Source: an optimization exercise on an open RTL-to-GDS flow (aim: small area). Production flows keep margins and buffers that such runs may drop.
RTL that was checked went through simulation tests only; none was proved equivalent to the original.
For run 6, only the layout was checked, not whether the RTL still works.
Power and IR drop assume default switching activity.

`constraint.sdc`:
```
create_clock -name core_clock -period 10.0 [get_ports {clk}]
set_input_delay 2.0000 -clock core_clock [delete_from_list [all_inputs] [get_ports {clk}]]
set_output_delay 2.0000 -clock core_clock [all_outputs]
set_load 0.01 [all_outputs]
```
`standard.sh`:
```
#!/bin/bash
# synth_recipe.tcl (not shown) runs the flow's synth.tcl, then flattens the netlist and writes it again
# the make line also repeats each setting of config.mk as NAME=value (left out here)
make -C /OpenROAD-flow-scripts/flow DESIGN_CONFIG=/design/flow/config.mk WORK_HOME=/design/flow/orfs CLKGATE_MAP_FILE= SYNTH_SCRIPT=/design/flow/synth_recipe.tcl "${@:-finish}"
```
`flow/run.sh`:
```
#!/bin/bash
# Own layout flow: the standard synthesis and ORFS steps, with two changes:
#  - ports are buffered with sky130_fd_sc_hd__buf_2 instead of the default delay buffer
#  - clock tree synthesis without dummy loads
# Each tool's full output goes to a log file in the work folder.
set -euo pipefail
export BUFFER_PORTS_ARGS="-buffer_cell sky130_fd_sc_hd__buf_2"
export CTS_ARGS="-sink_clustering_enable -repair_clock_nets -dont_use_dummy_load -buf_list sky130_fd_sc_hd__clkbuf_4 -sink_clustering_size 8 -sink_clustering_max_diameter 30"
bash standard.sh synth > synth.log 2>&1
bash standard.sh > layout.log 2>&1
```
`config.mk`:
```
export PLATFORM = sky130hd
export DESIGN_NAME = datapath
export DESIGN_NICKNAME = datapath
export VERILOG_FILES = /design/flow/design.v
export SDC_FILE = /design/flow/constraint.sdc
export NUM_CORES = 4
export LEC_CHECK = 0
export CAP_MARGIN = 20
export CORE_MARGIN = 2
export CORE_UTILIZATION = 65
export SLEW_MARGIN = 20
```
`design.v`:
```
package datapathPkg;
   typedef logic [31:0] word_t;    
   typedef logic [3:0]  regIdx_t;  
   typedef logic [18:0] const_t;   
   typedef enum logic [3:0] {
      opAdd = 4'd0,
      opSub = 4'd1,
      opAnd = 4'd2,
      opOr  = 4'd3,
      opShl = 4'd4,
      opShr = 4'd5,
      opNeg = 4'd6,
      opNot = 4'd7
   } aluOp_t;
   localparam int raLsb      = 23;  
   localparam int rbLsb      = 19;  
   localparam int rcLsb      = 15;  
   localparam int constWidth = 19;  
endpackage
`timescale 1ns/1ns
module datapath #(
   parameter int                 numRegs = 16,
   parameter datapathPkg::word_t resetPc = '0
) (
   input  logic                clk,
   input  logic                arstN,
   input  logic                pcOut,
   input  logic                mdrOut,
   input  logic                zOut,
   input  logic                rOut,
   input  logic                cOut,
   input  logic                baOut,
   input  logic                pcIn,
   input  logic                irIn,
   input  logic                marIn,
   input  logic                mdrIn,
   input  logic                yIn,
   input  logic                zIn,
   input  logic                rIn,
   input  logic                gra,
   input  logic                grb,
   input  logic                grc,
   input  logic                incPc,
   input  logic                read,
   input  logic                write,
   input  datapathPkg::aluOp_t aluOp,
   input  datapathPkg::word_t  memRdData,
   output datapathPkg::word_t  memAddr,
   output datapathPkg::word_t  memWrData,
   output datapathPkg::word_t  busOut,
   output logic                memRead,
   output logic                memWrite
);
   logic [31:0] bus;
   logic [31:0] pcQ;   logic pcV;
   logic [26:0] irQ;   logic irV;    
   logic [31:0] yQ;    logic yV;
   logic [31:0] zQ;    logic zV;
   logic [31:0] marQ;
   logic [31:0] mdrQ;
   logic [31:0] rQ [16];
   logic [15:0] rV;
   logic [3:0]  idx;
   logic [15:0] idxHot;
   assign idx = ({4{gra & irV}} & irQ[26:23]) |
                ({4{grb & irV}} & irQ[22:19]) |
                ({4{grc & irV}} & irQ[18:15]);
   always_comb begin
      for (int i = 0; i < 16; i++) idxHot[i] = (idx == i[3:0]);
   end
   logic [15:0] rSel;
   logic [31:0] regBus;
   logic [31:0] cWord;
   always_comb begin
      rSel[0] = rOut & idxHot[0] & rV[0];
      for (int i = 1; i < 16; i++) rSel[i] = (rOut | baOut) & idxHot[i] & rV[i];
      regBus = '0;
      for (int i = 0; i < 16; i++) regBus = regBus | ({32{rSel[i]}} & rQ[i]);
   end
   assign cWord = {{13{irQ[18]}}, irQ[18:0]};
   assign bus = ({32{pcOut  & pcV}} & pcQ)  |
                ({32{mdrOut}}       & mdrQ) |
                ({32{zOut   & zV}}  & zQ)   |
                ({32{cOut   & irV}} & cWord) |
                regBus;
   logic        opArith, opLogic, opShl, opShr;
   logic        aZero, invB, cin;
   logic [31:0] a, b, g, p, sum, lg;
   logic [32:0] c;
   logic [31:0] shIn, shT, shRes, alu;
   logic [4:0]  sh;
   assign aZero   = aluOp[2] & aluOp[1];                     
   assign invB    = (aluOp[2:0] == 3'd1) | aZero;            
   assign cin     = (aluOp[2:0] == 3'd1) | (aluOp[2:0] == 3'd6);
   assign opArith = ~aluOp[1] & ~aluOp[2] | aZero;           
   assign opLogic = ~aluOp[2] & aluOp[1];                    
   assign opShl   = (aluOp[2:0] == 3'd4) & yV;
   assign opShr   = (aluOp[2:0] == 3'd5) & yV;
   assign a = yQ & {32{yV & ~aZero}};
   assign b = bus ^ {32{invB}};
   assign g = a & b;
   assign p = a ^ b;
   logic [31:0] pg, pp;
   always_comb begin
      pg = g;
      pp = p;
      pg[0] = g[0] | (p[0] & cin);
      for (int d = 1; d < 32; d = d * 2) begin
         for (int i = 2 * d - 1; i < 32; i = i + 2 * d) begin
            pg[i] = pg[i] | (pp[i] & pg[i-d]);
            pp[i] = pp[i] & pp[i-d];
         end
      end
      for (int d = 8; d >= 1; d = d / 2) begin
         for (int i = 3 * d - 1; i < 32; i = i + 2 * d) begin
            pg[i] = pg[i] | (pp[i] & pg[i-d]);
            pp[i] = pp[i] & pp[i-d];
         end
      end
   end
   assign c = {pg, cin};
   assign sum = p ^ c[31:0];
   assign lg = g | ({32{aluOp[0]}} & p);                     
   assign sh = bus[4:0];
   always_comb begin
      for (int i = 0; i < 32; i++) shIn[i] = aluOp[2:0] == 3'd4 ? yQ[31-i] : yQ[i];
   end
   assign shT = shIn >> sh;
   always_comb begin
      for (int i = 0; i < 32; i++) shRes[i] = (opShl & shT[31-i]) | (opShr & shT[i]);
   end
   assign alu = ({32{opArith}} & sum) | ({32{opLogic}} & lg) | shRes;
   always_ff @(posedge clk or negedge arstN) begin
      if (!arstN) begin
         pcV <= 1'b0;
         irV <= 1'b0;
         yV  <= 1'b0;
         zV  <= 1'b0;
         rV  <= '0;
      end else begin
         if (pcIn | incPc) pcV <= 1'b1;
         if (irIn) irV <= 1'b1;
         if (yIn)  yV  <= 1'b1;
         if (zIn)  zV  <= 1'b1;
         for (int i = 0; i < 16; i++) if (rIn & idxHot[i]) rV[i] <= 1'b1;
      end
   end
   logic [31:0] pcInc;
   assign pcInc = pcV ? {pcQ[31:2] + 30'd1, pcQ[1:0]} : 32'd4;
   always_ff @(posedge clk) begin
      if (pcIn) pcQ <= bus;
      else if (incPc) pcQ <= pcInc;
      if (irIn) irQ <= bus[26:0];
      if (yIn)  yQ  <= bus;
      if (zIn)  zQ  <= alu;
      for (int i = 0; i < 16; i++) if (rIn & idxHot[i]) rQ[i] <= bus;
   end
   always_ff @(posedge clk or negedge arstN) begin
      if (!arstN) begin
         marQ <= '0;
         mdrQ <= '0;
      end else begin
         if (marIn) marQ <= bus;
         if (mdrIn) mdrQ <= read ? memRdData : bus;
      end
   end
   assign memAddr   = marQ;
   assign memWrData = mdrQ;
   assign busOut    = bus;
   assign memRead   = read;
   assign memWrite  = write;
endmodule
```
==> results of run 1 <==
==> how the worst max path moves through the flow <==
| stage | startpoint | slack [ps] | endpoint | depth (start not counted) |
|---|---|---|---|---|
| CTS | grb | 1640 | zQ[31] | 28 |
| finish | grc | 1540 | zQ[31] | 28 |
| detailed placement | grb | 760 | zQ[31] | 28 |
| global route | grb | 1220 | zQ[29] | 28 |
| floorplan | gra | 1550 | zQ[31] | 28 |
| global placement | grb | 810 | zQ[31] | 28 |
==> metal layers <==
layer	global-route usage, %	vias up	wire length, um
li1	-	9638	-
met1	58.06	11620	38280
met2	64.14	2135	48930
met3	11.37	358	15560
met4	20.50	6	5761
met5	0	-	41
==> cells in the mapped netlist, drive strengths merged (11+ instances only) <==
master	instances	area [um2]
a21oi	85	425.4
a211o	17	148.9
o21ai	68	340.3
a31oi	12	75.07
o22ai	25	156.4
or2	16	102.6
dfrtp	84	2102
nor3	28	156.4
xnor2	15	131.4
and3	21	131.4
inv	39	151.4
buf	34	157.6
a221oi	71	621.9
xor2	49	429.2
clkbuf	95	356.6
ha	35	437.9
a21o	11	82.58
fa	17	340.3
o221ai	11	96.34
a222oi	20	200.2
mux2i	74	744.5
a221o	23	231.5
a22o	50	437.9
and2	33	206.5
nor2	81	322.8
a22oi	116	870.8
nand3	69	345.3
edfxtp	635	19070
mux2	102	1149
nand4	42	262.8
a32oi	21	183.9
nand2	177	664.4
==> where the power goes <==
part	switching [mW]	internal (mW)	total (mW)	leakage, nW
sequential	0.161	3.66	3.82	6.50
combinational	1.48	0.725	2.21	4.83
clock	0.944	0.546	1.49	0.557
==> kinds of logic (layout without fill, tap and decap cells) <==
kind of cell             after synthesis  count (layout)  share of synthesized area [%]
buffers and inverters                171             414                          2.110
flip-flops                           719             719                          66.00
XOR/XNOR                              64              64                          1.747
adder cells (fa/ha/maj)               52              52                          2.426
AO/OA/AOI/OAI                        592             592                          13.70
AND/OR/NAND/NOR                      522             522                          8.117
multiplexers                         176             176                          5.901
other                                  0               4                              0
==> per-stage QoR <==
step / instances / power [mW]
after global routing: 3204 / 7.738
after detailed placement: 3082 / 6.001
after floorplan: 2296 / 5.058
after global placement: 3082 / 5.952
after CTS: 3203 / 7.435
final: 3207 / 7.522
==> flip-flops by register name, indices dropped and copies added (netlist names) <==
register	count
irQ	27
irV	1
marQ	32
mdrQ	32
pcQ	32
pcV	1
rQ	512
rV	16
yQ	32
yV	1
zQ	32
zV	1
==> worst max-delay path, delay by kind of cell <==
family	cells	cell delay (ps)
AO/OA/AOI/OAI	12	2370
adder cells (fa/ha/maj)	2	820
AND/OR/NAND/NOR	9	2800
XOR/XNOR	2	280
buffers and inverters	3	730
==> final cells by class <==
cell class                      instances  area [um2]
Clock buffer                          121       908.4
Tap cell                              664       830.8
Inverter                               42       162.7
Sequential cell                       719       21170
Multi-Input combinational cell       1406       10410
Timing Repair Buffer                  251        1584
Fill cell                            3249       13780
Antenna cell                            4       10.01
==> impl_metrics.csv, run 1 <==
group,metric,value,unit
yosys,ys_seq_area_share,66.00,%
sta,holdWs,472.1,ps
sta,layout_setup_ws,1544,ps
power_and_ir_drop,leakage,11.89,nW
critical_path,critical_path_class,"input pin to flop",
clocking,clk_path_buf_depth,3,
sta,setup_tns,0,ps
hold_path,min_path_cells,1,
yosys,ys.flop_type,"edfxtp_1",
route,vias,23760,
status,status,"finished clean",
yosys,syn_inst,2296,
hold_path,hold_start,"rV[0]",
critical_path,reg2reg_to,"zQ[31]",
power_and_ir_drop,power.density,214.5,nW/um2
route,drc_errors,0,
yosys,synthesis.area,32080,um2
route,drtAntennaViolNets,0,
critical_path,cp_data_required_time,10590,ps
clocking,cts_root_buf,"clkbuf_4",
placement,hpwl,71700,um
floorplan,die_h,226.2,um
critical_path,critPathLaunchType,"input pin",
sta,slew_headroom,29.18,%
sta,skew,130.7,ps
cells_and_area,final_cell_mix,"edfxtp_1, nand2_1, buf_2",
cells_and_area,fin_nets,2650,
critical_path,crit_path_max_fanout,13,
yosys,async_reset_ff_share,11.68,%
cells_and_area,final_util,71.80,%
sta,rsz0062_at_grt,"false",
route,drtIter0Drc,4311,
grt,grt_pass1_vias,22200,
floorplan,coreArea,48850,um2
hold_path,hold_class,"flop to flop",
placement,routabilityCongestion,1.054,
yosys,syn_avg_cell_area,13.97,um2
critical_path,ff2ff_setup_slack,1850,ps
yosys,synth_edf_count,635,
critical_path,crit_path_top_delay_cell,"nor4b_1",
route,wl,108600,um
route,vias_per_cell,7.407,
sta,setup_viol,0,
placement,dpl_cell_area,34150,um2
placement,post-place-ws,757.4,ps
grt,grt_max_degree,64,
route,wire_per_inst,33.85,um
critical_path,critPathArrivalTime,9050,ps
cells_and_area,syn2layout_area_growth,9.334,%
clocking,clk_pin_slew_worst_paths,60,ps
sta,fin_crit_sh,84.56,%
clocking,postCtsHoldBufs,0,
clocking,tritoncts,"yes",
yosys,syn_nets,2405,
clocking,cts_resized,0,
sta,worstMarginPinSlew,1057,ps
yosys,synth_warnings,2,
floorplan,ios,155,
sta,hold_viol,0,
cells_and_area,stdcell_area,35070,um2
clocking,clock-sinks,719,
grt,track_usage,42.56,%
floorplan,die_w,226.2,um
cells_and_area,final_common_cell,"edfxtp_1",
flow_run,maxCapViolations,0,
sta,slew_viol_final,0,
grt,grt-ovfl-total,0,
route,dr.pass1.iters,8,
sta,period_minus_slack,8456,ps
hold_path,min_delay_worst_endpoint,"rV[0]",
grt,grt_pass1_wl,152700,um
floorplan,rows,81,
clocking,cts_buffers,121,
floorplan,die_area,51140,um2
grt,antenna_found_initial,6,
clocking,htreeDepth,3,
clocking,clock_latency,950,ps
floorplan,initial_utilization,65.67,%
yosys,synth-seq-cells,719,
critical_path,crit-reg2reg-launch,"irV",
critical_path,ff2ff_path_depth,26,
power_and_ir_drop,ir_worst_vdd,0.0001338,V
critical_path,endpoint_kind,"flop",
yosys,synth.distinct_cells,83,
sta,fmax,118.3,MHz
cells_and_area,drive_gt1_share,20.99,%
placement,portBuffers,151,
critical_path,max_stage_delay,630,ps
clocking,cts_setup_buffers,0,
==> inputs of run 2 (changes only) <==
--- a/config.mk
+++ b/config.mk
@@ -8,4 +8,4 @@
 export CAP_MARGIN = 20
 export CORE_MARGIN = 2
-export CORE_UTILIZATION = 65
+export CORE_UTILIZATION = 55
 export SLEW_MARGIN = 20
==> impl_metrics.csv, run 2 <==
group,metric,value,unit
clocking,clk_pin_slew_worst_paths,70,ps
yosys,synth-seq-cells,719,
placement,dpl_cell_area,34480,um2
yosys,syn_inst,2296,
yosys,synth_common_cells,"edfxtp_1, nand2_1, a22oi_1, mux2_2, clkbuf_1",
route,wl,115700,um
clocking,clk_path_buf_depth,3,
sta,fin_crit_sh,89.12,%
yosys,ys.flop_type,"edfxtp_1",
critical_path,critical_path_class,"flop to flop",
yosys,ys_seq_area_share,66.00,%
power_and_ir_drop,power.density,217.3,nW/um2
placement,hpwl,77000,um
floorplan,die_w,245.5,um
sta,slew_headroom,22.57,%
clocking,cts_buffers,145,
critical_path,endpoint_kind,"flop",
sta,layout_setup_ws,1088,ps
power_and_ir_drop,power_switching,2.668,mW
cells_and_area,final_cell_mix,"edfxtp_1, nand2_1, buf_2",
yosys,syn_avg_cell_area,13.97,um2
placement,routabilityCongestion,1.008,
sta,setup_tns,0,ps
yosys,synth_area_leaders,"edfxtp_1, dfrtp_1, mux2_2, a22oi_1, mux2i_1",
yosys,synthAdderAreaFrac,2.426,%
route,drtIter0Drc,3363,
cells_and_area,final_common_cell,"edfxtp_1",
yosys,synthesis.area,32080,um2
yosys,async_reset_ff_share,11.68,%
clocking,cts_setup_buffers,0,
power_and_ir_drop,combPwrFrac,29.1,%
yosys,synth_warnings,2,
sta,rsz0062_at_grt,"false",
grt,antenna_found_initial,8,
power_and_ir_drop,pwr-share-clk,21.4,%
hold_path,hold_class,"flop to flop",
floorplan,die_area,60270,um2
yosys,synth.distinct_cells,83,
status,status,"finished clean",
placement,post-place-ws,401.4,ps
floorplan,initial_utilization,55.60,%
floorplan,rows,88,
critical_path,critPathLaunchType,"flop",
yosys,syn_nets,2405,
power_and_ir_drop,ir_worst_vdd,0.0001295,V
yosys,synthSimpleGateAreaFrac,8.117,%
critical_path,critPathArrivalTime,9540,ps
sta,fmax,112.2,MHz
yosys,synth_edf_count,635,
floorplan,ios,155,
sta,skew,138.5,ps
floorplan,coreArea,57700,um2
cells_and_area,drive_gt1_share,22.39,%
sta,worstMarginPinSlew,1155,ps
grt,grt_pass1_wl,163800,um
cells_and_area,syn2layout_area_growth,10.90,%
yosys,synth_xor_area_share,1.747,%
critical_path,crit_path_max_fanout,16,
route,vias_per_cell,7.064,
clocking,clock-sinks,719,
power_and_ir_drop,swShare,34.51,%
clocking,cts_root_buf,"clkbuf_4",
power_and_ir_drop,leakage,12.12,nW
placement,portBuffers,151,
sta,setup_viol,0,
cells_and_area,stdcell_area,35580,um2
cells_and_area,top_register,"rQ",
clocking,htreeDepth,4,
route,vias,23700,
cells_and_area,largest_reg_flops,512,
critical_path,cp_data_required_time,10630,ps
yosys,synth_top_family_by_area,"compound AO/OA/AOI/OAI gates",
floorplan,die_h,245.5,um
flow_run,maxCapViolations,0,
grt,grt-ovfl-total,0,
grt,grt_pass1_vias,22620,
clocking,tritoncts,"yes",
route,drtAntennaViolNets,0,
yosys,synth_top_area_share,59.44,%
clocking,cts_resized,0,
sta,hold_viol,0,
route,wire_per_inst,34.47,um
grt,grt_max_degree,64,
grt,track_usage,38.79,%
yosys,synth_mux_area_share,5.901,%
cells_and_area,fin_nets,2697,
clocking,postCtsHoldBufs,0,
yosys,synth_top_area_cell,"edfxtp_1",
cells_and_area,final_util,61.66,%
route,drc_errors,0,
sta,period_minus_slack,8912,ps
sta,holdWs,467.6,ps
yosys,synth_compound_area_share,13.70,%
clocking,clock_latency,1050,ps
yosys,synth_most_common_cell,"edfxtp_1",
sta,slew_viol_final,0,
route,dr.pass1.iters,9,
power_and_ir_drop,pwr-share-seq,49.4,%
power_and_ir_drop,internal-power,5.062,mW
-- run 2: routing by layer --
| layer | vias up | GRT usage (%) | routed length, um |
|---|---|---|---|
| met3 | 295 | 8.556 | 14180 |
| li1 | 9728 | - | - |
| met5 | - | 0 | 10 |
| met1 | 11820 | 53.69 | 43490 |
| met4 | 2 | 18.25 | 5929 |
| met2 | 1859 | 58.78 | 52040 |
-- run 2: cell families (layout without fill, tap and decap cells) --
family	after synthesis	in the layout
other	0	4
xor gates and xnor gates	64	64
and+or+nand+nor	522	522
adders and majority gates	52	52
AOI/OAI and AO/OA	592	592
DFF	719	719
muxes	176	176
buffers and inverters	171	461
-- run 2: power groups by stage --
stage	logic (mW)	clock network [mW]	registers, mW
floorplan	1.21	0	3.84
global placement	2.17	0	3.87
detailed placement	2.19	0	3.88
CTS	2.20	1.68	3.81
global route	2.37	1.80	3.84
finish	2.25	1.66	3.82
-- run 2: path summary, 6_finish.rpt --
| kind | to | cells past startpoint | slack (ps) | from |
|---|---|---|---|---|
| setup / recovery | zQ[29] | 27 | 1090 | irV |
| hold / removal | rV[3] | 2 | 470 | rV[3] |
| setup reg to reg | zQ[29] | 27 | 1090 | irV |
| hold reg to reg | rV[3] | 2 | 470 | rV[3] |
| max in group asynchronous | mdrQ[30] | 2 | 7810 | arstN |
| min in group asynchronous | rV[8] | 1 | 930 | arstN |
-- run 2: metrics by stage --
stage,std cells,power (mW)
global placement,3206,6.036
finish,3355,7.730
global route,3355,8.008
floorplan,2296,5.058
detailed placement,3206,6.065
CTS,3351,7.687
-- run 2: worst max-delay path, stage by stage (launching register included) --
cell and delay [ps]:
dfrtp_1 660, clkinv_1 600, nor4_1 910, and3_1 800, buf_4 350, a22o_1 170, nand4b_1 220, nor2_2 80
xnor2_1 410, fa_1 350, a21o_1 160, nand4_1 260, and3_1 310, nor4_1 300, buf_4 170, nor2_1 60
o2111ai_1 210, a31oi_1 150, nor2b_1 120, o21ai_0 110, a211o_1 370, fa_1 480, nand2_1 70, nand2_1 50
a221oi_1 450, o21ai_0 200, a221oi_1 220, o21ai_0 230
-- run 2: final cells by class --
| type | instances | area [um2] |
|---|---|---|
| well taps | 765 | 957.2 |
| clock buffers | 145 | 1089 |
| fillers | 4598 | 22120 |
| inverters | 42 | 162.7 |
| flip-flops and latches | 719 | 21170 |
| repair buffers | 274 | 1782 |
| multi-input cells | 1406 | 10410 |
| diodes | 4 | 10.01 |
==> inputs of run 3 (changes only) <==
--- a/flow/run.sh
+++ b/flow/run.sh
@@ -5,5 +5,5 @@
 # Each tool's full output goes to a log file in the work folder.
 set -euo pipefail
-export BUFFER_PORTS_ARGS="-buffer_cell sky130_fd_sc_hd__buf_2"
+export BUFFER_PORTS_ARGS="-buffer_cell sky130_fd_sc_hd__buf_1"
 export CTS_ARGS="-sink_clustering_enable -repair_clock_nets -dont_use_dummy_load -buf_list sky130_fd_sc_hd__clkbuf_4 -sink_clustering_size 8 -sink_clustering_max_diameter 30"
 bash standard.sh synth > synth.log 2>&1
--- a/config.mk
+++ b/config.mk
@@ -8,4 +8,4 @@
 export CAP_MARGIN = 20
 export CORE_MARGIN = 2
-export CORE_UTILIZATION = 55
+export CORE_UTILIZATION = 65
 export SLEW_MARGIN = 20
==> impl_metrics.csv, run 3 <==
group,metric,value,unit
yosys,synth_top_area_cell,"edfxtp_1",
grt,antenna_found_initial,7,
placement,routabilityCongestion,1.022,
cells_and_area,final_common_cell,"edfxtp_1",
yosys,synth_area_leaders,"edfxtp_1, dfrtp_1, mux2_2, a22oi_1, mux2i_1",
critical_path,critical_path_class,"input pin to flop",
power_and_ir_drop,totalPowerFinal,7.557,mW
sta,skew,100.4,ps
route,vias_per_cell,7.488,
yosys,synth_warnings,2,
yosys,syn_inst,2296,
clocking,htreeDepth,3,
cells_and_area,fin_nets,2662,
yosys,synth_most_common_cell,"edfxtp_1",
route,dr.pass1.iters,8,
sta,worstMarginPinSlew,1185,ps
sta,setup_viol,0,
yosys,synth_mux_area_share,5.901,%
yosys,async_reset_ff_share,11.68,%
route,wl,112800,um
clocking,clock_latency,940,ps
floorplan,die_h,226.2,um
route,drc_errors,0,
clocking,cts_root_buf,"clkbuf_4",
clocking,cts_buffers,120,
yosys,synth_edf_count,635,
clocking,cts_resized,0,
route,drtIter0Drc,4483,
floorplan,ios,155,
clocking,clock-sinks,719,
cells_and_area,syn2layout_area_growth,8.959,%
floorplan,die_area,51140,um2
critical_path,max_stage_delay,970,ps
yosys,synthSimpleGateAreaFrac,8.117,%
yosys,synthAdderAreaFrac,2.426,%
sta,holdWs,474.2,ps
critical_path,crit_buf_inv,3,
hold_path,min_delay_worst_endpoint,"rV[0]",
power_and_ir_drop,internal-power,4.910,mW
grt,track_usage,44.45,%
floorplan,rows,81,
critical_path,crit_path_frequent_cell,"a211o_1",
power_and_ir_drop,power.density,216.2,nW/um2
route,vias,24090,
power_and_ir_drop,leakage,11.63,nW
critical_path,critPathLaunchType,"input pin",
flow_run,maxCapViolations,0,
clocking,postCtsHoldBufs,0,
yosys,ys.flop_type,"edfxtp_1",
cells_and_area,drive_gt1_share,15.72,%
power_and_ir_drop,pwr-share-clk,19.7,%
yosys,synthesis.area,32080,um2
yosys,syn_nets,2405,
clocking,clk_path_buf_depth,3,
sta,period_minus_slack,8919,ps
yosys,synth_xor_area_share,1.747,%
route,wire_per_inst,35.06,um
grt,grt-ovfl-total,0,
power_and_ir_drop,power_switching,2.647,mW
cells_and_area,final_cell_mix,"edfxtp_1, nand2_1, buf_1",
cells_and_area,largest_reg_flops,512,
critical_path,crit_path_top_delay_cell,"and3_1",
critical_path,crit-reg2reg-launch,"irV",
critical_path,crit_path_max_fanout,18,
grt,grt_pass1_wl,159300,um
sta,slew_headroom,20.59,%
yosys,synth-seq-cells,719,
sta,hold_viol,0,
route,drtAntennaViolNets,0,
sta,fin_crit_sh,89.19,%
yosys,synth_top_area_share,59.44,%
grt,grt_pass1_vias,22980,
power_and_ir_drop,pwr-share-seq,50.7,%
power_and_ir_drop,ir_worst_vdd,0.0001635,V
sta,rsz0062_at_grt,"false",
power_and_ir_drop,swShare,35.03,%
clocking,clk_pin_slew_worst_paths,50,ps
sta,slew_viol_final,0,
critical_path,endpoint_kind,"flop",
floorplan,coreArea,48850,um2
placement,hpwl,75600,um
critical_path,critPathArrivalTime,9560,ps
yosys,synth_common_cells,"edfxtp_1, nand2_1, a22oi_1, mux2_2, clkbuf_1",
cells_and_area,top_register,"rQ",
yosys,synth.distinct_cells,83,
sta,fmax,112.1,MHz
hold_path,min_path_cells,1,
hold_path,hold_start,"rV[0]",
floorplan,die_w,226.2,um
hold_path,hold_class,"flop to flop",
clocking,tritoncts,"yes",
placement,portBuffers,151,
critical_path,reg2reg_to,"zQ[31]",
critical_path,ff2ff_setup_slack,1620,ps
yosys,syn_avg_cell_area,13.97,um2
yosys,ys_seq_area_share,66.00,%
critical_path,cp_top_family,"simple AND/OR/NAND/NOR gates",
yosys,synth_compound_area_share,13.70,%
clocking,cts_setup_buffers,0,
status,status,"finished clean",
critical_path,cp_data_required_time,10640,ps
grt,grt_max_degree,63,
floorplan,initial_utilization,65.67,%
power_and_ir_drop,combPwrFrac,29.6,%
sta,setup_tns,0,ps
critical_path,ff2ff_path_depth,26,
yosys,synth_top_family_by_area,"compound AO/OA/AOI/OAI gates",
run 3: layout make-up:
| class | count | area [um2] |
|---|---|---|
| flip-flops and latches | 719 | 21170 |
| fillers | 3194 | 13900 |
| multi-input cells | 1406 | 10410 |
| repair buffers | 264 | 1478 |
| clock buffers | 120 | 900.9 |
| well taps | 664 | 830.8 |
| inverters | 42 | 162.7 |
| diodes | 2 | 5.005 |
run 3: how the worst max path moves through the flow:
stage | startpoint | end | slack [ps] | depth (start not counted)
6_report | grc | zQ[31] | 1080 | 28
3_5_place_dp | grc | zQ[31] | 520 | 27
2_1_floorplan | gra | zQ[31] | 1550 | 28
5_1_grt | grc | zQ[29] | 800 | 28
4_1_cts | grc | zQ[31] | 1440 | 27
3_3_place_gp | grc | zQ[29] | 780 | 28
run 3: cells by family (layout without fill, tap and decap cells):
group	count (synthesis)	in the layout
xor gates and xnor gates	64	64
AOI/OAI and AO/OA	592	592
other	0	2
muxes	176	176
adders and majority gates	52	52
buffers and inverters	171	426
DFF	719	719
and+or+nand+nor	522	522
run 3: metal layers:
| metal | vias to the layer above | part of all wire, % | global-route usage, % |
|---|---|---|---|
| met1 | 11680 | 35 | 59.10 |
| met2 | 2324 | 44 | 65.92 |
| met3 | 431 | 15 | 12.63 |
| met5 | - | 0.024 | 0 |
| li1 | 9650 | - | - |
| met4 | 4 | 6.9 | 26.04 |
run 3: power groups by stage:
stage          Sequential, mW  Clock (mW)  Combinational (mW)
3_3_place_gp             3.87           0                2.11
2_1_floorplan            3.84           0                1.21
6_report                 3.83        1.49                2.23
5_1_grt                  3.84        1.59                2.33
3_5_place_dp             3.89           0                2.14
4_1_cts                  3.82        1.49                2.16
run 3: worst reg2reg max path, cell delays in order (launching register included):
cell,delay [ps]
dfrtp_1,630
clkinv_1,580
nor4b_1,880
and3_1,980
buf_4,480
a22oi_1,150
nand4_1,130
a211o_1,150
xor2_1,280
ha_1,250
a211o_1,160
nor2_1,60
and3_1,210
nor4_1,460
nor2_1,180
o2111ai_1,250
a31oi_1,180
nor2b_1,170
o21ai_0,130
a211o_1,330
o21a_1,230
fa_1,440
xor2_1,190
o22ai_1,130
a21oi_1,210
o221a_2,200
o21ai_0,70
run 3: stage by stage:
stage	setup slack, ps	instance area [um2]	utilization, %	cells
after floorplan	1547	32080	-	2296
after global placement	776.1	34050	69.70	3095
after detailed placement	517.7	34050	69.70	3095
after CTS	1436	34950	71.54	3215
after global routing	804.4	34950	71.55	3216
final	1081	34950	71.55	3217
==> inputs of run 4 (changes only) <==
--- a/flow/run.sh
+++ b/flow/run.sh
@@ -1,5 +1,5 @@
 #!/bin/bash
 # Own layout flow: the standard synthesis and ORFS steps, with two changes:
-#  - ports are buffered with sky130_fd_sc_hd__buf_2 instead of the default delay buffer
+#  - ports are buffered with sky130_fd_sc_hd__buf_1 instead of the default delay buffer
 #  - clock tree synthesis without dummy loads
 # Each tool's full output goes to a log file in the work folder.
==> impl_metrics.csv, run 4 <==
group,metric,value,unit
yosys,synth_common_cells,"edfxtp_1, nand2_1, a22oi_1, mux2_2, clkbuf_1",
route,vias,24090,
grt,track_usage,44.45,%
clocking,clock-sinks,719,
hold_path,min_delay_worst_endpoint,"rV[0]",
yosys,synth_area_leaders,"edfxtp_1, dfrtp_1, mux2_2, a22oi_1, mux2i_1",
critical_path,crit_path_max_fanout,18,
critical_path,endpoint_kind,"flop",
route,dr.pass1.iters,8,
grt,antenna_found_initial,7,
yosys,syn_inst,2296,
yosys,synth_top_area_share,59.44,%
floorplan,die_w,226.2,um
yosys,ys_seq_area_share,66.00,%
power_and_ir_drop,ir_worst_vdd,0.0001635,V
sta,slew_viol_final,0,
clocking,clock_latency,940,ps
critical_path,ff2ff_path_depth,26,
yosys,syn_avg_cell_area,13.97,um2
yosys,synth.distinct_cells,83,
cells_and_area,final_common_cell,"edfxtp_1",
sta,setup_tns,0,ps
clocking,htreeDepth,3,
cells_and_area,drive_gt1_share,15.72,%
yosys,synth-seq-cells,719,
cells_and_area,syn2layout_area_growth,8.959,%
sta,skew,100.4,ps
yosys,synth_most_common_cell,"edfxtp_1",
power_and_ir_drop,leakage,11.63,nW
status,status,"finished clean",
critical_path,reg2reg_to,"zQ[31]",
floorplan,ios,155,
route,drc_errors,0,
clocking,postCtsHoldBufs,0,
yosys,syn_nets,2405,
grt,grt_max_degree,63,
clocking,tritoncts,"yes",
yosys,synth_top_area_cell,"edfxtp_1",
cells_and_area,final_cell_mix,"edfxtp_1, nand2_1, buf_1",
sta,period_minus_slack,8919,ps
hold_path,min_path_cells,1,
floorplan,initial_utilization,65.67,%
power_and_ir_drop,power.density,216.2,nW/um2
floorplan,rows,81,
route,drtIter0Drc,4483,
floorplan,die_h,226.2,um
hold_path,hold_start,"rV[0]",
critical_path,crit-reg2reg-launch,"irV",
sta,hold_viol,0,
sta,worstMarginPinSlew,1185,ps
critical_path,critPathArrivalTime,9560,ps
grt,grt_pass1_vias,22980,
clocking,cts_root_buf,"clkbuf_4",
yosys,synth_edf_count,635,
critical_path,cp_data_required_time,10640,ps
clocking,clk_pin_slew_worst_paths,50,ps
grt,grt-ovfl-total,0,
yosys,async_reset_ff_share,11.68,%
yosys,ys.flop_type,"edfxtp_1",
route,wl,112800,um
route,wire_per_inst,35.06,um
cells_and_area,top_register,"rQ",
clocking,cts_setup_buffers,0,
placement,routabilityCongestion,1.022,
critical_path,ff2ff_setup_slack,1620,ps
floorplan,die_area,51140,um2
clocking,clk_path_buf_depth,3,
floorplan,coreArea,48850,um2
placement,post-place-ws,517.7,ps
flow_run,maxCapViolations,0,
route,vias_per_cell,7.488,
sta,slew_headroom,20.59,%
sta,layout_setup_ws,1081,ps
cells_and_area,stdcell_area,34950,um2
placement,dpl_cell_area,34050,um2
clocking,cts_resized,0,
critical_path,critPathLaunchType,"input pin",
sta,fin_crit_sh,89.19,%
cells_and_area,fin_nets,2662,
route,drtAntennaViolNets,0,
sta,fmax,112.1,MHz
yosys,synthesis.area,32080,um2
hold_path,hold_class,"flop to flop",
sta,rsz0062_at_grt,"false",
placement,portBuffers,151,
critical_path,critical_path_class,"input pin to flop",
placement,hpwl,75600,um
cells_and_area,largest_reg_flops,512,
grt,grt_pass1_wl,159300,um
clocking,cts_buffers,120,
sta,setup_viol,0,
yosys,synth_warnings,2,
-- run 4: cell counts in the layout (fill, tap and decap cells not counted) --
No cell type changed its count.
-- run 4: how the worst max path moves through the flow --
| stage | end | slack [ps] | cells after the start | startpoint |
|---|---|---|---|---|
| after detailed placement | zQ[31] | 520 | 27 | grc |
| after global placement | zQ[29] | 780 | 28 | grc |
| final | zQ[31] | 1080 | 28 | grc |
| after global routing | zQ[29] | 800 | 28 | grc |
| after floorplan | zQ[31] | 1550 | 28 | gra |
| after CTS | zQ[31] | 1440 | 27 | grc |
-- run 4: worst max-delay path, stage by stage --
cell       delay, ps
buf_1            150
a222oi_1         440
buf_4            250
nor4b_1          680
and3_1           970
buf_4            480
a22oi_1          130
nand4_1          130
a211o_1          150
xor2_1           280
ha_1             250
a211o_1          160
nor2_1            60
and3_1           210
nor4_1           460
nor2_1           180
o2111ai_1        250
a31oi_1          180
nor2b_1          170
o21ai_0          130
a211o_1          330
o21a_1           230
fa_1             440
xor2_1           190
o22ai_1          130
a21oi_1          210
o221a_2          200
o21ai_0           70
-- run 4: per-layer routing --
layer,GRT usage [%],share of wire [%]
met5,0,0.024
met2,65.92,44
met3,12.63,15
met4,26.04,6.9
met1,59.10,35
-- run 4: area by class of cell --
class	count	area, um2
tap	664	830.8
multi-input combinational	1406	10410
clock buffer	120	900.9
sequential	719	21170
timing repair buffer	264	1478
antenna	2	5.005
inverter	42	162.7
fill	3194	13900
-- run 4: metrics by stage --
step / power [mW] / utilization [%] / hold WS [ps] / std cells
6_report: 7.557 / 71.55 / 474.2 / 3217
3_3_place_gp: 5.978 / 69.70 / 439.5 / 3095
5_1_grt: 7.766 / 71.55 / 485.7 / 3216
2_1_floorplan: 5.058 / - / 427.3 / 2296
3_5_place_dp: 6.026 / 69.70 / 459.8 / 3095
4_1_cts: 7.465 / 71.54 / 473.1 / 3215
-- run 4: report_power, final --
part	switching [mW]	total (mW)	internal, mW
Clock	0.948	1.49	0.542
Sequential	0.170	3.83	3.66
Combinational	1.53	2.23	0.705
Total	2.65	7.56	4.91
-- run 4: kinds of logic after synthesis --
group	after synthesis	synth area share, %
simple gates	522	8.117
compound gates	592	13.70
buf+inv	171	2.110
fa+ha+maj	52	2.426
xor+xnor	64	1.747
mux	176	5.901
flops	719	66.00
==> inputs of run 5 (changes only) <==
--- a/flow/run.sh
+++ b/flow/run.sh
@@ -6,5 +6,5 @@
 set -euo pipefail
 export BUFFER_PORTS_ARGS="-buffer_cell sky130_fd_sc_hd__buf_1"
-export CTS_ARGS="-sink_clustering_enable -repair_clock_nets -dont_use_dummy_load -buf_list sky130_fd_sc_hd__clkbuf_4 -sink_clustering_size 8 -sink_clustering_max_diameter 30"
+export CTS_ARGS="-sink_clustering_enable -repair_clock_nets -dont_use_dummy_load -buf_list sky130_fd_sc_hd__clkbuf_4 -sink_clustering_size 8 -sink_clustering_max_diameter 40"
 bash standard.sh synth > synth.log 2>&1
 bash standard.sh > layout.log 2>&1
==> impl_metrics.csv, run 5 <==
group,metric,value,unit
placement,hpwl,75600,um
sta,layout_setup_ws,954.3,ps
critical_path,critPathArrivalTime,9610,ps
floorplan,die_h,226.2,um
power_and_ir_drop,power.density,215.5,nW/um2
sta,fmax,110.5,MHz
floorplan,ios,155,
clocking,clock-sinks,719,
grt,track_usage,44.65,%
yosys,ys.flop_type,"edfxtp_1",
yosys,ys_seq_area_share,66.00,%
sta,hold_viol,0,
yosys,syn_avg_cell_area,13.97,um2
sta,fin_crit_sh,90.46,%
clocking,htreeDepth,3,
sta,period_minus_slack,9046,ps
placement,dpl_cell_area,34050,um2
floorplan,coreArea,48850,um2
cells_and_area,seq_area,21170,um2
cells_and_area,n_fill_cell,3199,
placement,post-place-ws,517.7,ps
sta,rsz0062_at_grt,"false",
grt,grt_pass1_vias,22930,
critical_path,critPathLaunchType,"input pin",
cells_and_area,drive_gt1_share,15.35,%
status,status,"finished clean",
cells_and_area,multi_input_area,10410,um2
sta,slew_headroom,17.00,%
cells_and_area,syn2layout_area_growth,8.710,%
sta,worstMarginPinSlew,1238,ps
floorplan,die_area,51140,um2
yosys,synthesis.area,32080,um2
critical_path,crit_path_max_fanout,12,
cells_and_area,largest_reg_flops,512,
yosys,synth_warnings,2,
clocking,clk_pin_slew_worst_paths,60,ps
grt,antenna_found_initial,11,
route,drtIter0Drc,4328,
grt,grt_max_degree,63,
yosys,async_reset_ff_share,11.68,%
placement,portBuffers,151,
critical_path,critical_path_class,"input pin to flop",
clocking,cts_root_buf,"clkbuf_4",
floorplan,die_w,226.2,um
sta,skew,101.9,ps
critical_path,cp_data_required_time,10560,ps
route,dr.pass1.iters,6,
route,wire_per_inst,35.29,um
clocking,tritoncts,"yes",
route,vias,24100,
yosys,synth_most_common_cell,"edfxtp_1",
route,drc_errors,0,
grt,grt-ovfl-total,0,
yosys,synth_top_area_share,59.44,%
flow_run,maxCapViolations,0,
power_and_ir_drop,leakage,11.58,nW
cells_and_area,top_register,"rQ",
sta,holdWs,473.7,ps
clocking,postCtsHoldBufs,0,
clocking,cts_setup_buffers,0,
clocking,cts_resized,0,
yosys,synth_area_leaders,"edfxtp_1, dfrtp_1, mux2_2, a22oi_1, mux2i_1",
floorplan,initial_utilization,65.67,%
cells_and_area,fin_nets,2651,
yosys,synth_edf_count,635,
placement,routabilityCongestion,1.022,
yosys,synth-seq-cells,719,
sta,setup_tns,0,ps
sta,slew_viol_final,0,
clocking,cts_buffers,109,
cells_and_area,final_common_cell,"edfxtp_1",
power_and_ir_drop,ir_worst_vdd,0.0001952,V
yosys,synth.distinct_cells,83,
clocking,clock_latency,920,ps
yosys,syn_inst,2296,
cells_and_area,stdcell_area,34870,um2
sta,setup_viol,0,
hold_path,hold_class,"flop to flop",
route,vias_per_cell,7.515,
grt,grt_pass1_wl,159800,um
clocking,clk_path_buf_depth,3,
route,wl,113200,um
yosys,synth_top_area_cell,"edfxtp_1",
cells_and_area,final_cell_mix,"edfxtp_1, nand2_1, buf_1",
route,drtAntennaViolNets,0,
yosys,syn_nets,2405,
critical_path,endpoint_kind,"flop",
floorplan,rows,81,
yosys,synth_common_cells,"edfxtp_1, nand2_1, a22oi_1, mux2_2, clkbuf_1",
-- run 5: changes by cell type in the layout (fill, tap and decap cells not counted) --
cell	delta
clkbuf_4	-11
diode_2	+1
-- run 5: path summary, 6_finish.rpt --
check	cells past startpoint	endpoint	slack [ps]	from
max	27	zQ[31]	950	grc
min	1	rV[0]	470	rV[0]
max reg2reg	25	zQ[31]	1470	irV
min reg2reg	1	rV[0]	470	rV[0]
max in group asynchronous	2	mdrQ[18]	7740	arstN
min in group asynchronous	1	rV[9]	1090	arstN
-- run 5: critical path, stage by stage --
cell and delay [ps]:
buf_1 160, a222oi_1 420, buf_4 240, nor4b_1 680, and3_1 1020, a22o_1 280, a221oi_1 100, and4_1 320
nand3_1 170, xor2_1 250, ha_1 270, nand4_1 190, and3_1 240, nor4_1 470, nor2_1 190, o2111ai_1 250
a31oi_1 190, nor2b_1 180, o21ai_0 140, a211o_1 330, o21a_1 230, fa_1 440, xor2_1 200, o22ai_1 130
a21oi_1 200, o221a_2 200, o21ai_0 80
-- run 5: per-layer routing --
metal | wire length [um] | GRT usage [%] | up-vias
met3 | 16730 | 12.52 | 458
met2 | 49180 | 65.07 | 2316
met5 | 94 | 0 | -
met4 | 8064 | 28.08 | 14
li1 | - | - | 9633
met1 | 39120 | 59.71 | 11680
-- run 5: power breakdown --
group / internal (mW) / switching, mW / total [mW]
clock network: 0.494 / 0.951 / 1.45
registers: 3.66 / 0.169 / 3.83
logic: 0.705 / 1.53 / 2.24
-- run 5: logic make-up (layout without fill, tap and decap cells) --
family | count (synthesis) | after routing | synth area share, %
flops | 719 | 719 | 66.00
mux | 176 | 176 | 5.901
buf+inv | 171 | 415 | 2.110
other cells | 0 | 3 | 0
simple gates | 522 | 522 | 8.117
fa+ha+maj | 52 | 52 | 2.426
compound gates | 592 | 592 | 13.70
xor+xnor | 64 | 64 | 1.747
-- run 5: final cells by class --
| type | count | area share (%) |
|---|---|---|
| diodes | 3 | 0.02153 |
| clock buffers | 109 | 2.347 |
| inverters | 42 | 0.4664 |
| multi-input cells | 1406 | 29.84 |
| flip-flops and latches | 719 | 60.71 |
| well taps | 664 | 2.382 |
| repair buffers | 264 | 4.237 |
-- run 5: per-stage QoR --
step	util (%)	total power, mW	instances
5_1_grt	71.38	7.708	3206
3_3_place_gp	69.70	5.978	3095
4_1_cts	71.37	7.414	3204
3_5_place_dp	69.70	6.026	3095
6_report	71.39	7.517	3207
2_1_floorplan	-	5.058	2296
==> inputs of run 6 (changes only) <==
--- a/design.v
+++ b/design.v
@@ -72,10 +72,7 @@
    logic [31:0] regBus;
    logic [31:0] cWord;
-   always_comb begin
-      rSel[0] = rOut & idxHot[0] & rV[0];
-      for (int i = 1; i < 16; i++) rSel[i] = (rOut | baOut) & idxHot[i] & rV[i];
-      regBus = '0;
-      for (int i = 0; i < 16; i++) regBus = regBus | ({32{rSel[i]}} & rQ[i]);
-   end
+   logic rAny;
+   assign rAny = (rOut | (baOut & (idx != 4'd0))) & rV[idx];
+   assign regBus = {32{rAny}} & rQ[idx];
    assign cWord = {{13{irQ[18]}}, irQ[18:0]};
    assign bus = ({32{pcOut  & pcV}} & pcQ)  |
==> flow/run.sh (replaced) <==
#!/bin/bash
# Own layout flow: the standard synthesis and ORFS steps, with two changes:
#  - ports are buffered with sky130_fd_sc_hd__buf_2 instead of the default delay buffer
#  - clock tree synthesis without dummy loads
# Each tool's full output goes to a log file in the work folder.
set -euo pipefail
export BUFFER_PORTS_ARGS="-buffer_cell sky130_fd_sc_hd__buf_1"
export CTS_ARGS="-sink_clustering_enable -repair_clock_nets -dont_use_dummy_load -buf_list sky130_fd_sc_hd__clkbuf_4 -sink_clustering_size 8 -sink_clustering_max_diameter 30"
bash standard.sh synth > synth.log 2>&1
bash standard.sh > layout.log 2>&1
--- a/config.mk
+++ b/config.mk
@@ -8,4 +8,4 @@
 export CAP_MARGIN = 20
 export CORE_MARGIN = 2
-export CORE_UTILIZATION = 65
+export CORE_UTILIZATION = 55
 export SLEW_MARGIN = 20
==> impl_metrics.csv, run 6 <==
group,metric,value,unit
critical_path,critPathArrivalTime,9230,ps
grt,grt_max_degree,51,
cells_and_area,final_common_cell,"edfxtp_1",
power_and_ir_drop,combPwrFrac,32.1,%
clocking,clock_latency,1020,ps
sta,fmax,117.1,MHz
clocking,cts_root_buf,"clkbuf_4",
floorplan,die_area,61980,um2
sta,period_minus_slack,8537,ps
hold_path,hold_start,"rV[3]",
power_and_ir_drop,internal-power,5.234,mW
sta,skew,123.1,ps
route,wl,115200,um
critical_path,max_stage_delay,490,ps
sta,setup_viol,0,
critical_path,cp_data_required_time,10690,ps
route,wire_per_inst,32.90,um
yosys,synth_edf_count,635,
status,status,"finished clean",
grt,grt_pass1_vias,23910,
route,drtIter0Drc,2817,
sta,hold_viol,0,
route,vias_per_cell,6.994,
clocking,clock-sinks,719,
sta,slew_viol_final,0,
cells_and_area,syn2layout_area_growth,9.862,%
sta,holdWs,467.6,ps
placement,portBuffers,151,
critical_path,crit_path_top_delay_cell,"a222oi_1",
flow_run,maxCapViolations,0,
placement,hpwl,74960,um
clocking,cts_buffers,145,
grt,antenna_found_initial,5,
cells_and_area,final_cell_mix,"edfxtp_1, a22oi_1, nand2_1",
clocking,cts_resized,0,
clocking,tritoncts,"yes",
floorplan,die_h,249.0,um
critical_path,crit_path_max_fanout,27,
yosys,synth_top_area_share,57.78,%
critical_path,critPathLaunchType,"input pin",
floorplan,rows,89,
clocking,htreeDepth,4,
yosys,synth_most_common_cell,"edfxtp_1",
floorplan,coreArea,59130,um2
critical_path,cp_num_cells,29,
yosys,synth_common_cells,"edfxtp_1, a22oi_1, nand2_1, clkbuf_1, a21oi_1",
placement,routabilityCongestion,0.9981,
route,dr.pass1.iters,6,
critical_path,endpoint_kind,"flop",
clocking,clk_path_buf_depth,3,
grt,track_usage,37.02,%
sta,worstMarginPinSlew,1088,ps
power_and_ir_drop,power.density,225.2,nW/um2
clocking,cts_setup_buffers,0,
yosys,ys.flop_type,"edfxtp_1",
power_and_ir_drop,swShare,35.89,%
floorplan,initial_utilization,55.81,%
yosys,ys_seq_area_share,64.15,%
critical_path,crit-reg2reg-launch,"irV",
route,drtAntennaViolNets,0,
grt,grt-ovfl-total,0,
yosys,syn_nets,2567,
cells_and_area,fin_nets,2831,
yosys,synth.distinct_cells,89,
cells_and_area,drive_gt1_share,16.88,%
floorplan,ios,155,
power_and_ir_drop,power_switching,2.930,mW
critical_path,ff2ff_setup_slack,2190,ps
route,drc_errors,0,
critical_path,ff2ff_path_depth,28,
critical_path,critical_path_class,"input pin to flop",
power_and_ir_drop,pwr-share-seq,47.7,%
hold_path,hold_class,"flop to flop",
critical_path,reg2reg_to,"zQ[31]",
yosys,synth_warnings,2,
power_and_ir_drop,pwr-share-clk,20.2,%
yosys,synth_area_leaders,"edfxtp_1, dfrtp_1, a22oi_1, mux2_2, mux2i_1",
yosys,synthesis.area,33000,um2
critical_path,crit_buf_inv,2,
critical_path,setup.worst_path.end,"zQ[31]",
yosys,async_reset_ff_share,11.68,%
sta,fin_crit_sh,85.37,%
grt,grt_pass1_wl,164700,um
floorplan,die_w,249.0,um
route,vias,24480,
sta,setup_tns,0,ps
cells_and_area,top_register,"rQ",
clocking,clk_pin_slew_worst_paths,80,ps
power_and_ir_drop,ir_worst_vdd,0.0001546,V
sta,rsz0062_at_grt,"false",
critical_path,cp_top_family,"compound AO/OA/AOI/OAI gates",
clocking,postCtsHoldBufs,0,
yosys,syn_avg_cell_area,13.43,um2
cells_and_area,n_fill_cell,4669,
power_and_ir_drop,leakage,12.25,nW
yosys,synth_top_area_cell,"edfxtp_1",
yosys,syn_inst,2458,
yosys,synth-seq-cells,719,
sta,slew_headroom,27.21,%
cells_and_area,largest_reg_flops,512,
critical_path,crit_start,"grb",
## run 6: power groups by stage
stage / Combinational (mW) / Sequential [mW] / Clock (mW)
6_report: 2.62 / 3.89 / 1.65
5_1_grt: 2.77 / 3.91 / 1.80
4_1_cts: 2.56 / 3.89 / 1.67
3_5_place_dp: 2.55 / 3.95 / 0
3_3_place_gp: 2.50 / 3.94 / 0
2_1_floorplan: 1.49 / 3.91 / 0
## run 6: stage by stage
step / total power, mW / instance area [um2] / std cells / utilization, % / setup slack, ps
global placement: 6.437 / 35140 / 3348 / 59.43 / 679.8
CTS: 8.116 / 36230 / 3493 / 61.27 / 1627
floorplan: 5.396 / 33000 / 2458 / - / 1233
detailed placement: 6.495 / 35140 / 3348 / 59.43 / 621.7
finish: 8.164 / 36250 / 3500 / 61.31 / 1463
global route: 8.485 / 36250 / 3497 / 61.30 / 1136
## run 6: cell families after synthesis
logic type / synth area share, %
AOI/OAI and AO/OA: 15.76
xor gates and xnor gates: 1.699
adders and majority gates: 2.358
buffers and inverters: 2.552
DFF: 64.15
muxes: 5.452
and+or+nand+nor: 8.023
## run 6: layout make-up
| type | count | area [um2] | area share [%] |
|---|---|---|---|
| sequential | 719 | 21170 | 58.39 |
| multi-input combinational | 1534 | 11160 | 30.78 |
| timing repair buffer | 272 | 1662 | 4.583 |
| clock buffer | 145 | 1089 | 3.002 |
| antenna | 7 | 17.52 | 0.04832 |
| tap | 773 | 967.2 | 2.668 |
| inverter | 50 | 190.2 | 0.5246 |
## run 6: worst min-delay path by stage
| stage | endpoint | slack [ps] | cells past startpoint |
|---|---|---|---|
| after CTS | rV[9] | 470 | 1 |
| final | rV[3] | 470 | 1 |
| after detailed placement | rV[3] | 450 | 1 |
| after global placement | zV | 440 | 1 |
| after floorplan | rV[3] | 430 | 1 |
| after global routing | rV[1] | 490 | 1 |
## run 6: routing by layer
layer | track usage [%] | vias to the layer above | part of all wire, %
met5 | 0 | - | 0.033
met4 | 20.62 | 2 | 5.9
met3 | 7.032 | 329 | 9.5
met2 | 58.37 | 1615 | 46
met1 | 48.72 | 12270 | 38
li1 | - | 10260 | -
==> inputs of run 7 (changes only) <==
--- a/design.v
+++ b/design.v
@@ -53,9 +53,9 @@
 );
    logic [31:0] bus;
-   logic [31:0] pcQ;   logic pcV;
+   logic [31:0] pcQ;
    logic [26:0] irQ;   logic irV;    
    logic [31:0] yQ;    logic yV;
    logic [31:0] zQ;    logic zV;
-   logic [31:0] marQ;
+   logic [31:0] marQ;  logic marV;
    logic [31:0] mdrQ;
    logic [31:0] rQ [16];
@@ -72,9 +72,12 @@
    logic [31:0] regBus;
    logic [31:0] cWord;
-   logic rAny;
-   assign rAny = (rOut | (baOut & (idx != 4'd0))) & rV[idx];
-   assign regBus = {32{rAny}} & rQ[idx];
+   always_comb begin
+      rSel[0] = rOut & idxHot[0] & rV[0];
+      for (int i = 1; i < 16; i++) rSel[i] = (rOut | baOut) & idxHot[i] & rV[i];
+      regBus = '0;
+      for (int i = 0; i < 16; i++) regBus = regBus | ({32{rSel[i]}} & rQ[i]);
+   end
    assign cWord = {{13{irQ[18]}}, irQ[18:0]};
-   assign bus = ({32{pcOut  & pcV}} & pcQ)  |
+   assign bus = ({32{pcOut}} & pcQ)  |
                 ({32{mdrOut}}       & mdrQ) |
                 ({32{zOut   & zV}}  & zQ)   |
@@ -130,37 +133,37 @@
    always_ff @(posedge clk or negedge arstN) begin
       if (!arstN) begin
-         pcV <= 1'b0;
          irV <= 1'b0;
          yV  <= 1'b0;
          zV  <= 1'b0;
+         marV <= 1'b0;
          rV  <= '0;
       end else begin
-         if (pcIn | incPc) pcV <= 1'b1;
          if (irIn) irV <= 1'b1;
          if (yIn)  yV  <= 1'b1;
          if (zIn)  zV  <= 1'b1;
+         if (marIn) marV <= 1'b1;
          for (int i = 0; i < 16; i++) if (rIn & idxHot[i]) rV[i] <= 1'b1;
       end
    end
    logic [31:0] pcInc;
-   assign pcInc = pcV ? {pcQ[31:2] + 30'd1, pcQ[1:0]} : 32'd4;
+   assign pcInc = {pcQ[31:2] + 30'd1, pcQ[1:0]};
    always_ff @(posedge clk) begin
-      if (pcIn) pcQ <= bus;
-      else if (incPc) pcQ <= pcInc;
       if (irIn) irQ <= bus[26:0];
       if (yIn)  yQ  <= bus;
       if (zIn)  zQ  <= alu;
+      if (marIn) marQ <= bus;
       for (int i = 0; i < 16; i++) if (rIn & idxHot[i]) rQ[i] <= bus;
    end
    always_ff @(posedge clk or negedge arstN) begin
       if (!arstN) begin
-         marQ <= '0;
+         pcQ  <= '0;
          mdrQ <= '0;
       end else begin
-         if (marIn) marQ <= bus;
+         if (pcIn) pcQ <= bus;
+         else if (incPc) pcQ <= pcInc;
          if (mdrIn) mdrQ <= read ? memRdData : bus;
       end
    end
-   assign memAddr   = marQ;
+   assign memAddr   = marQ & {32{marV}};
    assign memWrData = mdrQ;
    assign busOut    = bus;
--- a/flow/run.sh
+++ b/flow/run.sh
@@ -1,5 +1,5 @@
 #!/bin/bash
 # Own layout flow: the standard synthesis and ORFS steps, with two changes:
-#  - ports are buffered with sky130_fd_sc_hd__buf_2 instead of the default delay buffer
+#  - ports are buffered with sky130_fd_sc_hd__buf_1 instead of the default delay buffer
 #  - clock tree synthesis without dummy loads
 # Each tool's full output goes to a log file in the work folder.
--- a/config.mk
+++ b/config.mk
@@ -8,4 +8,4 @@
 export CAP_MARGIN = 20
 export CORE_MARGIN = 2
-export CORE_UTILIZATION = 55
+export CORE_UTILIZATION = 65
 export SLEW_MARGIN = 20
==> impl_metrics.csv, run 7 <==
group,metric,value,unit
critical_path,crit-reg2reg-launch,"irQ[18]",
sta,holdWs,463.3,ps
sta,fin_crit_sh,83.32,%
route,drtAntennaViolNets,0,
floorplan,die_h,224.7,um
flow_run,maxCapViolations,0,
critical_path,critPathArrivalTime,9010,ps
grt,grt_pass1_vias,22260,
floorplan,coreArea,47950,um2
grt,grt_pass1_wl,151300,um
critical_path,ff2ff_path_depth,27,
floorplan,rows,80,
yosys,syn_nets,2364,
route,drc_errors,0,
yosys,syn_avg_cell_area,14.04,um2
clocking,clk_path_buf_depth,3,
yosys,synth_area_leaders,"edfxtp_1, dfrtp_1, a22oi_1, mux2i_1, a221oi_1",
yosys,synth_top_area_share,60.22,%
hold_path,hold_start,"zV",
yosys,async_reset_ff_share,11.68,%
power_and_ir_drop,leakage,11.54,nW
route,drtIter0Drc,4292,
yosys,synth_most_common_cell,"edfxtp_1",
grt,grt-ovfl-total,0,
placement,portBuffers,151,
hold_path,min_delay_worst_endpoint,"zV",
grt,antenna_found_initial,3,
cells_and_area,final_cell_mix,"edfxtp_1, nand2_1, a22oi_1",
grt,track_usage,43.04,%
sta,setup_viol,0,
placement,dp.cells,3031,
sta,slew_headroom,18.85,%
route,wire_per_inst,33.73,um
clocking,clock_latency,1050,ps
cells_and_area,stdcell_area,34930,um2
placement,hpwl,70640,um
yosys,synth.distinct_cells,76,
hold_path,hold_class,"flop to flop",
cells_and_area,largest_reg_flops,512,
sta,period_minus_slack,8332,ps
cells_and_area,fin_nets,2664,
yosys,ys_seq_area_share,66.85,%
cells_and_area,final_common_cell,"edfxtp_1",
clocking,cts_setup_buffers,0,
critical_path,crit_path_top_delay_cell,"a222oi_1",
hold_path,min_path_cells,1,
critical_path,crit_path_max_fanout,18,
cells_and_area,stdcell_count,3174,
clocking,htreeDepth,4,
yosys,ys.flop_type,"edfxtp_1",
power_and_ir_drop,totalPowerFinal,7.483,mW
floorplan,ios,155,
yosys,synth-seq-cells,719,
sta,fmax,120.0,MHz
yosys,synth_warnings,2,
power_and_ir_drop,power.density,214.2,nW/um2
status,status,"finished clean",
sta,hold_viol,0,
critical_path,reg2reg_to,"zQ[31]",
yosys,synth_common_cells,"edfxtp_1, nand2_1, a22oi_1, mux2i_1, nor2_1",
cells_and_area,syn2layout_area_growth,10.30,%
cells_and_area,final_util,72.85,%
grt,grt_max_degree,65,
placement,dpl_cell_area,33880,um2
sta,worstMarginPinSlew,1183,ps
yosys,synthesis.area,31670,um2
critical_path,endpoint_kind,"flop",
yosys,syn_inst,2255,
placement,routabilityCongestion,0.9579,
floorplan,die_area,50500,um2
clocking,clk_pin_slew_worst_paths,50,ps
floorplan,initial_utilization,66.05,%
critical_path,critPathLaunchType,"input pin",
route,vias,23250,
critical_path,max_stage_delay,770,ps
cells_and_area,drive_gt1_share,15.43,%
critical_path,critical_path_class,"input pin to flop",
route,vias_per_cell,7.326,
floorplan,die_w,224.7,um
critical_path,ff2ff_setup_slack,2360,ps
sta,layout_setup_ws,1668,ps
clocking,clock-sinks,719,
route,dr.pass1.iters,10,
yosys,synth_top_area_cell,"edfxtp_1",
clocking,cts_resized,0,
clocking,tritoncts,"yes",
sta,rsz0062_at_grt,"false",
sta,skew,111.2,ps
clocking,postCtsHoldBufs,0,
critical_path,cp_data_required_time,10680,ps
yosys,synth_edf_count,635,
clocking,cts_buffers,136,
route,wl,107100,um
sta,setup_tns,0,ps
sta,slew_viol_final,0,
clocking,cts_root_buf,"clkbuf_4",
placement,post-place-ws,979.6,ps
power_and_ir_drop,ir_worst_vdd,0.0001628,V
cells_and_area,top_register,"rQ",
==> run 7: area by class of cell <==
type	instances	area (um2)
antenna	6	15.01
clock buffer	136	1021
fill	3140	13020
inverter	46	172.7
multi-input combinational	1355	9926
sequential	719	21170
tap	615	769.5
timing repair buffer	297	1854
==> run 7: logic make-up (layout without fill, tap and decap cells) <==
kind of cell,Yosys count,after routing,share of synthesized area [%]
DFF,719,719,66.85
and+or+nand+nor,548,548,8.906
AOI/OAI and AO/OA,537,537,12.62
buffers and inverters,181,479,2.331
muxes,153,153,5.034
xor gates and xnor gates,65,65,1.798
adders and majority gates,52,52,2.458
other,0,6,0
==> run 7: worst max-delay path, delay by kind of cell <==
family,cells,cell delay [ps]
compound gates,15,3990
simple gates,6,1440
buf+inv,3,620
fa+ha+maj,2,560
xor+xnor,2,370
==> run 7: layer usage <==
metal / wire [um] / up-vias / global-route usage, %
li1: - / 9534 / -
met5: 12 / - / 0
met4: 6423 / 2 / 23.95
met3: 14580 / 345 / 11.29
met1: 38610 / 11330 / 59.04
met2: 47450 / 2044 / 63.35
==> run 7: power by group <==
group | internal, mW | total [mW] | switching [mW]
Sequential | 3.66 | 3.81 | 0.157
Combinational | 0.700 | 2.07 | 1.37
Clock | 0.621 | 1.60 | 0.976
==> run 7: how the worst max path moves through the flow <==
stage          startpoint      to  slack, ps
2_1_floorplan         gra  zQ[31]       1830
3_3_place_gp          grc  zQ[31]       1080
3_5_place_dp          grc  zQ[31]        980
4_1_cts               grc  zQ[31]       1980
5_1_grt               grc  zQ[29]       1480
6_report              grc  zQ[31]       1670
==> inputs of run 8 (changes only) <==
--- a/flow/run.sh
+++ b/flow/run.sh
@@ -6,5 +6,5 @@
 set -euo pipefail
 export BUFFER_PORTS_ARGS="-buffer_cell sky130_fd_sc_hd__buf_1"
-export CTS_ARGS="-sink_clustering_enable -repair_clock_nets -dont_use_dummy_load -buf_list sky130_fd_sc_hd__clkbuf_4 -sink_clustering_size 8 -sink_clustering_max_diameter 30"
+export CTS_ARGS="-sink_clustering_enable -repair_clock_nets -dont_use_dummy_load -buf_list sky130_fd_sc_hd__clkbuf_4 -sink_clustering_size 8 -sink_clustering_max_diameter 50"
 bash standard.sh synth > synth.log 2>&1
 bash standard.sh > layout.log 2>&1
==> impl_metrics.csv, run 8 <==
group,metric,value,unit
status,status,"finished clean",
cells_and_area,stdcell_count,3136,
critical_path,reg2reg_to,"zQ[31]",
floorplan,rows,80,
cells_and_area,multi_input_area,9926,um2
placement,post-place-ws,979.6,ps
sta,rsz0062_at_grt,"false",
sta,hold_viol,0,
critical_path,crit_start,"grc",
yosys,syn_avg_cell_area,14.04,um2
clocking,cts_setup_buffers,0,
yosys,synthSimpleGateAreaFrac,8.906,%
clocking,htreeDepth,3,
floorplan,coreArea,47950,um2
floorplan,die_area,50500,um2
yosys,syn_inst,2255,
power_and_ir_drop,ir_worst_vdd,0.0001437,V
clocking,clk_pin_slew_worst_paths,90,ps
critical_path,ff2ff_setup_slack,2330,ps
sta,layout_setup_ws,1552,ps
placement,hpwl,70640,um
placement,routabilityCongestion,0.9579,
sta,worstMarginPinSlew,1215,ps
flow_run,maxCapViolations,0,
yosys,synth_edf_count,635,
yosys,synth.distinct_cells,76,
placement,portBuffers,151,
route,drtAntennaViolNets,0,
cells_and_area,syn2layout_area_growth,9.455,%
critical_path,cp_data_required_time,10570,ps
route,wl,106200,um
grt,track_usage,42.52,%
yosys,synth_top_family_by_area,"compound AO/OA/AOI/OAI gates",
power_and_ir_drop,totalPowerFinal,7.293,mW
clocking,cts_resized,0,
cells_and_area,final_common_cell,"edfxtp_1",
yosys,synth_area_leaders,"edfxtp_1, dfrtp_1, a22oi_1, mux2i_1, a221oi_1",
yosys,synth_top_area_cell,"edfxtp_1",
grt,grt_pass1_wl,150500,um
route,drtIter0Drc,4209,
sta,fmax,118.4,MHz
yosys,synth-seq-cells,719,
yosys,synth_mux_area_share,5.034,%
route,vias,22970,
sta,slew_viol_final,0,
clocking,clock_latency,940,ps
yosys,synth_xor_area_share,1.798,%
floorplan,initial_utilization,66.05,%
clocking,cts_buffers,103,
sta,slew_headroom,16.69,%
cells_and_area,fin_nets,2630,
clocking,clock-sinks,719,
sta,setup_tns,0,ps
sta,skew,134.8,ps
yosys,synth_common_cells,"edfxtp_1, nand2_1, a22oi_1, mux2i_1, nor2_1",
grt,grt_max_degree,65,
floorplan,die_h,224.7,um
critical_path,crit_path_top_delay_cell,"a222oi_1",
hold_path,hold_class,"flop to flop",
critical_path,setup.worst_path.end,"zQ[31]",
grt,grt_pass1_vias,21880,
yosys,synth_top_area_share,60.22,%
power_and_ir_drop,power.density,210.4,nW/um2
cells_and_area,top_register,"rQ",
route,vias_per_cell,7.326,
grt,antenna_found_initial,3,
critical_path,crit-reg2reg-launch,"irQ[18]",
floorplan,die_w,224.7,um
critical_path,crit_path_frequent_cell,"buf_4",
yosys,synth_most_common_cell,"edfxtp_1",
clocking,postCtsHoldBufs,0,
placement,dp.cells,3031,
clocking,tritoncts,"yes",
critical_path,max_stage_delay,760,ps
yosys,async_reset_ff_share,11.68,%
yosys,ys.flop_type,"edfxtp_1",
yosys,synthAdderAreaFrac,2.458,%
yosys,synthesis.area,31670,um2
critical_path,endpoint_kind,"flop",
yosys,synth_compound_area_share,12.62,%
floorplan,ios,155,
cells_and_area,final_cell_mix,"edfxtp_1, nand2_1, a22oi_1",
sta,fin_crit_sh,84.48,%
clocking,cts_root_buf,"clkbuf_4",
clocking,clk_path_buf_depth,3,
critical_path,critPathLaunchType,"input pin",
grt,grt-ovfl-total,0,
route,dr.pass1.iters,10,
critical_path,critical_path_class,"input pin to flop",
power_and_ir_drop,leakage,11.38,nW
yosys,syn_nets,2364,
yosys,synth_warnings,2,
route,wire_per_inst,33.87,um
cells_and_area,largest_reg_flops,512,
critical_path,ff2ff_path_depth,29,
critical_path,crit_path_max_fanout,16,
cells_and_area,drive_gt1_share,14.29,%
cells_and_area,final_util,72.29,%
cells_and_area,n_fill_cell,3153,
sta,setup_viol,0,
cells_and_area,seq_area,21170,um2
route,drc_errors,0,
critical_path,critPathArrivalTime,9020,ps
yosys,ys_seq_area_share,66.85,%
sta,period_minus_slack,8448,ps
==> run 8: logic make-up (layout without fill, tap and decap cells) <==
| logic type | after synthesis | after routing |
|---|---|---|
| flops | 719 | 719 |
| compound gates | 537 | 537 |
| mux | 153 | 153 |
| xor+xnor | 65 | 65 |
| simple gates | 548 | 548 |
| fa+ha+maj | 52 | 52 |
| buf+inv | 181 | 445 |
| other cells | 0 | 2 |
==> run 8: final cells by class <==
| type | count | area share, % |
|---|---|---|
| clock buffer | 103 | 2.231 |
| sequential | 719 | 61.08 |
| inverter | 46 | 0.4982 |
| antenna | 2 | 0.01444 |
| multi-input combinational | 1355 | 28.64 |
| timing repair buffer | 296 | 5.317 |
| tap | 615 | 2.220 |
==> run 8: worst min-delay path by stage <==
stage                     startpoint  to  slack [ps]  depth (start not counted)
after global placement            zV  zV         440                          1
after floorplan                   zV  zV         430                          1
after global routing              zV  zV         500                          1
after detailed placement          zV  zV         450                          1
final                             zV  zV         460                          1
after CTS                         zV  zV         470                          1
==> run 8: power breakdown <==
group	switching (mW)	total (mW)	leakage, nW	internal (mW)
clock network	0.947	1.42	0.474	0.469
logic	1.37	2.07	4.39	0.698
registers	0.156	3.81	6.51	3.65
==> run 8: metal layers <==
layer  vias up  part of all wire [%]  global-route usage, %
met5         -                0.0075                      0
met4         2                   5.9                  22.07
met3       302                    14                  11.06
met2      1950                    44                  62.69
met1     11280                    36                  59.00
li1       9445                     -                      -
==> run 8: worst max-delay path: cells and delay by family <==
kind            cells  cell delay [ps]
xor+xnor            2              210
fa+ha+maj           2              550
buf+inv             5             1250
compound gates     17             4160
simple gates        4              840
==> run 8: stage by stage <==
| step | hold slack (ps) | instance area [um2] |
|---|---|---|
| 2_1_floorplan | 431.8 | 31670 |
| 3_3_place_gp | 443.5 | 33880 |
| 3_5_place_dp | 445.6 | 33880 |
| 4_1_cts | 467.7 | 34650 |
| 5_1_grt | 495.7 | 34660 |
| 6_report | 464.9 | 34660 |

[port drivers added, routing unchanged]
The results above use ideal ports. As a check the final layouts listed here were re-extracted and re-timed, cells and wires unchanged.
Step 1: set_driving_cell puts a clkbuf_16 on clk and a buf_2 on each other input, an assumption about the parent block.
Step 2 adds t to the input delays and takes it off the output delays; t is the mean of the earliest and latest rising clock arrival at the registers after step 1. Input paths then give back, and output paths get back, about the clock's delay inside the block.
a / b / c = ideal ports / drivers / drivers and shift; a / b = the first two.
run | t (ns) | slack for setup (ns) | worst setup path after step 2 | pins driven straight from the clock port
run 1 | 0.940 | 1.544 / 1.574 / 0.634 | input to register | 1
run 2 | 1.040 | 1.088 / 1.088 / 0.134 | input to register | 1
run 3 | 0.953 | 1.081 / 1.116 / 0.163 | input to register | 1
run 4 | 0.953 | 1.081 / 1.116 / 0.163 | input to register | 1
run 5 | 0.929 | 0.954 / 0.988 / 0.059 | input to register | 1
run 6 | 1.025 | 1.463 / 1.482 / 0.457 | input to register | 1
run 7 | 1.050 | 1.668 / 1.683 / 0.632 | input to register | 1
run 8 | 0.932 | 1.552 / 1.571 / 0.638 | input to register | 1
After both steps setup and hold are still met in every run listed. For run 7, which loses most, drivers alone change the setup slack by +0.015 ns; drivers and shift together by -1.036 ns.
